This is an optimization exercise on Yosys and OpenROAD, whose aim is small area, not a production implementation.
Function was checked by simulation only, so behaviour that the tests miss may differ from the original.

==> flow/design.v (excerpt) <==
module fse_lms_updater (
   input  logic         clk,
   input  logic         i_reset,
   input  logic [7:0]   i_is_data_I,
   input  logic [7:0]   i_is_data_Q,
   input  logic         i_ctrl,
   input  logic         i_baud,
   input  logic [11:0]  i_fse_I,
   input  logic [11:0]  i_fse_Q,
   input  logic         i_en_rx,
   input  logic         i_en_lms,
   output logic [71:0]  o_taps_I,
   output logic [71:0]  o_taps_Q,
   output logic         o_en_taps,
   output logic         o_overrun
);
   logic [3:0]  r_cnt;
   logic        r_stale;       
   logic [3:0]  r_fill;        
   logic [3:0]  r_ptr;         
   logic        w_idle, w_acc, w_step, w_commit;
   assign w_idle   = (r_cnt == 4'd0);
   assign w_acc    = w_idle & i_baud & i_en_lms;
   assign w_step   = (r_cnt != 4'd0) & (r_cnt <= 4'd9);
   assign w_commit = (r_cnt == 4'd11);
   logic [71:0] r_xI, r_xQ;
   always_ff @(posedge clk) begin
      if (i_ctrl) begin
         r_xI <= {r_xI[63:0], i_is_data_I};
         r_xQ <= {r_xQ[63:0], i_is_data_Q};
      end
   end
   logic [3:0] w_pos;
   assign w_pos = w_idle ? 4'd8 : r_ptr;
   logic              w_valid;
   logic signed [7:0] r_rI, r_rQ;
   assign w_valid = (w_pos < r_fill);
   always_ff @(posedge clk) begin
      r_rI  <= w_valid ? r_xI[w_pos*8 +: 8] : 8'sd0;
      r_rQ  <= w_valid ? r_xQ[w_pos*8 +: 8] : 8'sd0;
      r_ptr <= w_pos - 4'd1 + {3'd0, i_ctrl};
   end
   logic signed [11:0] r_eI, r_eQ, w_eInI, w_eInQ;
   localparam logic [11:0] DEC = 12'd362;
   logic [12:0] w_ceI, w_ceQ;
   assign w_ceI[0] = ~i_fse_I[11];
   assign w_ceQ[0] = ~i_fse_Q[11];
   for (genvar i = 0; i < 12; i++) begin : g_err
      logic w_kI, w_kQ;
      assign w_kI = DEC[i] ? i_fse_I[11] : ~i_fse_I[11];
      assign w_kQ = DEC[i] ? i_fse_Q[11] : ~i_fse_Q[11];
      lms_fa u_faI (.a(i_fse_I[i]), .b(w_kI), .c(w_ceI[i]), .s(w_eInI[i]), .co(w_ceI[i+1]));
  ...
==> flow/config.mk <==
export PLATFORM = sky130hd
export DESIGN_NAME = fse_lms_updater
export DESIGN_NICKNAME = fse_lms_updater
export VERILOG_FILES = /design/flow/design.v
export SDC_FILE = /design/flow/constraint.sdc
export NUM_CORES = 4
export LEC_CHECK = 0
export CAP_MARGIN = 20
export CORE_MARGIN = 2
export CORE_UTILIZATION = 40
export CTS_BUF_LIST = sky130_fd_sc_hd__clkbuf_16
export CTS_CLUSTER_DIAMETER = 80
export CTS_CLUSTER_SIZE = 30
export SLEW_MARGIN = 20
export SYNTH_HIERARCHICAL = 1
==> flow/constraint.sdc <==
create_clock -name core_clock -period 13.0 [get_ports {clk}]
set_input_delay 2.6000 -clock core_clock [delete_from_list [all_inputs] [get_ports {clk}]]
set_output_delay 2.6000 -clock core_clock [all_outputs]
set_load 0.01 [all_outputs]
run.sh (not shown) runs the stock make flow with config.mk's settings and CLKGATE_MAP_FILE= SYNTH_SCRIPT=/design/flow/synth_recipe.tcl, a recipe that flattens the netlist after the stock synthesis.
The starting point produced a clean layout.
==> next run, changes <==
==> flow/flow/run.sh (new file) <==
#!/bin/bash
# Own layout flow: the standard synthesis and ORFS flow (standard.sh), with
# minimum-size port buffers and a clock tree built without dummy loads from
# larger sink clusters. ORFS writes each tool's full log under orfs/logs/;
# the make output of each run goes to a log file here.
set -euo pipefail
bash standard.sh synth > make_synth.log 2>&1
export BUFFER_PORTS_ARGS="-buffer_cell sky130_fd_sc_hd__buf_1"
export CTS_ARGS="-sink_clustering_enable -repair_clock_nets -dont_use_dummy_load -buf_list sky130_fd_sc_hd__clkbuf_16 -sink_clustering_size 30 -sink_clustering_max_diameter 80"
bash standard.sh finish > make_layout.log 2>&1
==> flow/standard.sh (new file) <==
#!/bin/bash
# synth_recipe.tcl (not shown) runs the flow's synth.tcl, then flattens the netlist and writes it again
# the make line also repeats each setting of config.mk as NAME=value (left out here)
make -C /OpenROAD-flow-scripts/flow DESIGN_CONFIG=/design/flow/config.mk WORK_HOME=/design/flow/orfs CLKGATE_MAP_FILE= SYNTH_SCRIPT=/design/flow/synth_recipe.tcl "${@:-finish}"
Settings changed: CTS_BUF_LIST sky130_fd_sc_hd__clkbuf_16 to not set, CTS_CLUSTER_DIAMETER 80 to not set, CTS_CLUSTER_SIZE 30 to not set.
removed: flow/run.sh
Synthesized cell count stays the same.
Design area falls by 4.0%.
Sequential cell count is unchanged.
Worst setup slack got worse by 0.095 ns.
Via count is about the same.
==> next run, changes <==
--- a/flow/flow/run.sh
+++ b/flow/flow/run.sh
@@ -9,2 +9,3 @@
 export CTS_ARGS="-sink_clustering_enable -repair_clock_nets -dont_use_dummy_load -buf_list sky130_fd_sc_hd__clkbuf_16 -sink_clustering_size 30 -sink_clustering_max_diameter 80"
+export RECOVER_POWER=100
 bash standard.sh finish > make_layout.log 2>&1
Outcome: This time the run finished but fails on max-capacitance violations, max-slew violations. Cell count stays the same. Routed wire length hardly moves. Sequential cell count stays the same.
==> next run, changes <==
==> flow/run.sh (new file) <==
#!/bin/bash
# synth_recipe.tcl (not shown) runs the flow's synth.tcl, then flattens the netlist and writes it again
# the make line also repeats each setting of config.mk as NAME=value (left out here)
make -C /OpenROAD-flow-scripts/flow DESIGN_CONFIG=/design/flow/config.mk WORK_HOME=/design/flow/orfs CLKGATE_MAP_FILE= SYNTH_SCRIPT=/design/flow/synth_recipe.tcl finish
Settings changed: CTS_BUF_LIST set to sky130_fd_sc_hd__clkbuf_4.
removed: flow/flow/run.sh
removed: flow/standard.sh
This time the run finished clean.
Final area climbs by 6.9%.
Global-route usage climbs by 1.1 points.
Clock skew drops by 0.044 ns.
Cell count climbs by 7.7%.
Worst setup slack improves by 0.25 ns.
Fmax climbs by 2.2%.
Routed wire length climbs by 5.4%.
Utilization climbs by 3.0 points.
Die area does not change.
==> next run, changes <==
Settings changed: CTS_BUF_LIST sky130_fd_sc_hd__clkbuf_4 to sky130_fd_sc_hd__clkbuf_8, CTS_CLUSTER_DIAMETER set to 60, CTS_CLUSTER_SIZE set to 20.
- routed wire length drops by 2.6%
- via count is lower by 4.5%
- core utilization decreases by 1.2 points
- cell area came out lower by 2.5%
- register-to-register slack stays flat
- global-route usage shrinks by 0.68 points
- setup slack stays flat

## re-timing with driven ports
No port has a modelled driver above. Below, the same layouts with a new extraction and two added sets of constraints.
Step 1 assumes that a clkbuf_16 drives the clock port and a buf_2 every other input.
Step 2 moves the port delays by t, midway between the first and last clock arrival at a register: inputs arrive t later, outputs are due t later. That takes back most of the time a late clock gives input paths.
a / b / c = ideal / step 1 / step 2; a / b = the first two.
run | t, ns | setup slack, ns | hold WS [ns] | worst setup path after step 2 | worst slew at a driven data input, ns
the first run | 0.657 | 1.866 / 1.866 / 1.866 | 0.417 / 0.417 / 0.417 | register to register | 0.09
the second run | 0.602 | 1.770 / 1.770 / 1.770 | 0.365 / 0.365 / 0.365 | register to register | 0.09
the third run | 0.602 | 1.585 / 1.585 / 1.585 | 0.365 / 0.365 / 0.365 | register to register | 0.09
the fourth run | 1.089 | 1.832 / 1.832 / 1.832 | 0.382 / 0.382 / 0.382 | register to register | 0.09
the fifth run | 0.756 | 1.833 / 1.833 / 1.833 | 0.396 / 0.396 / 0.396 | register to register | 0.09
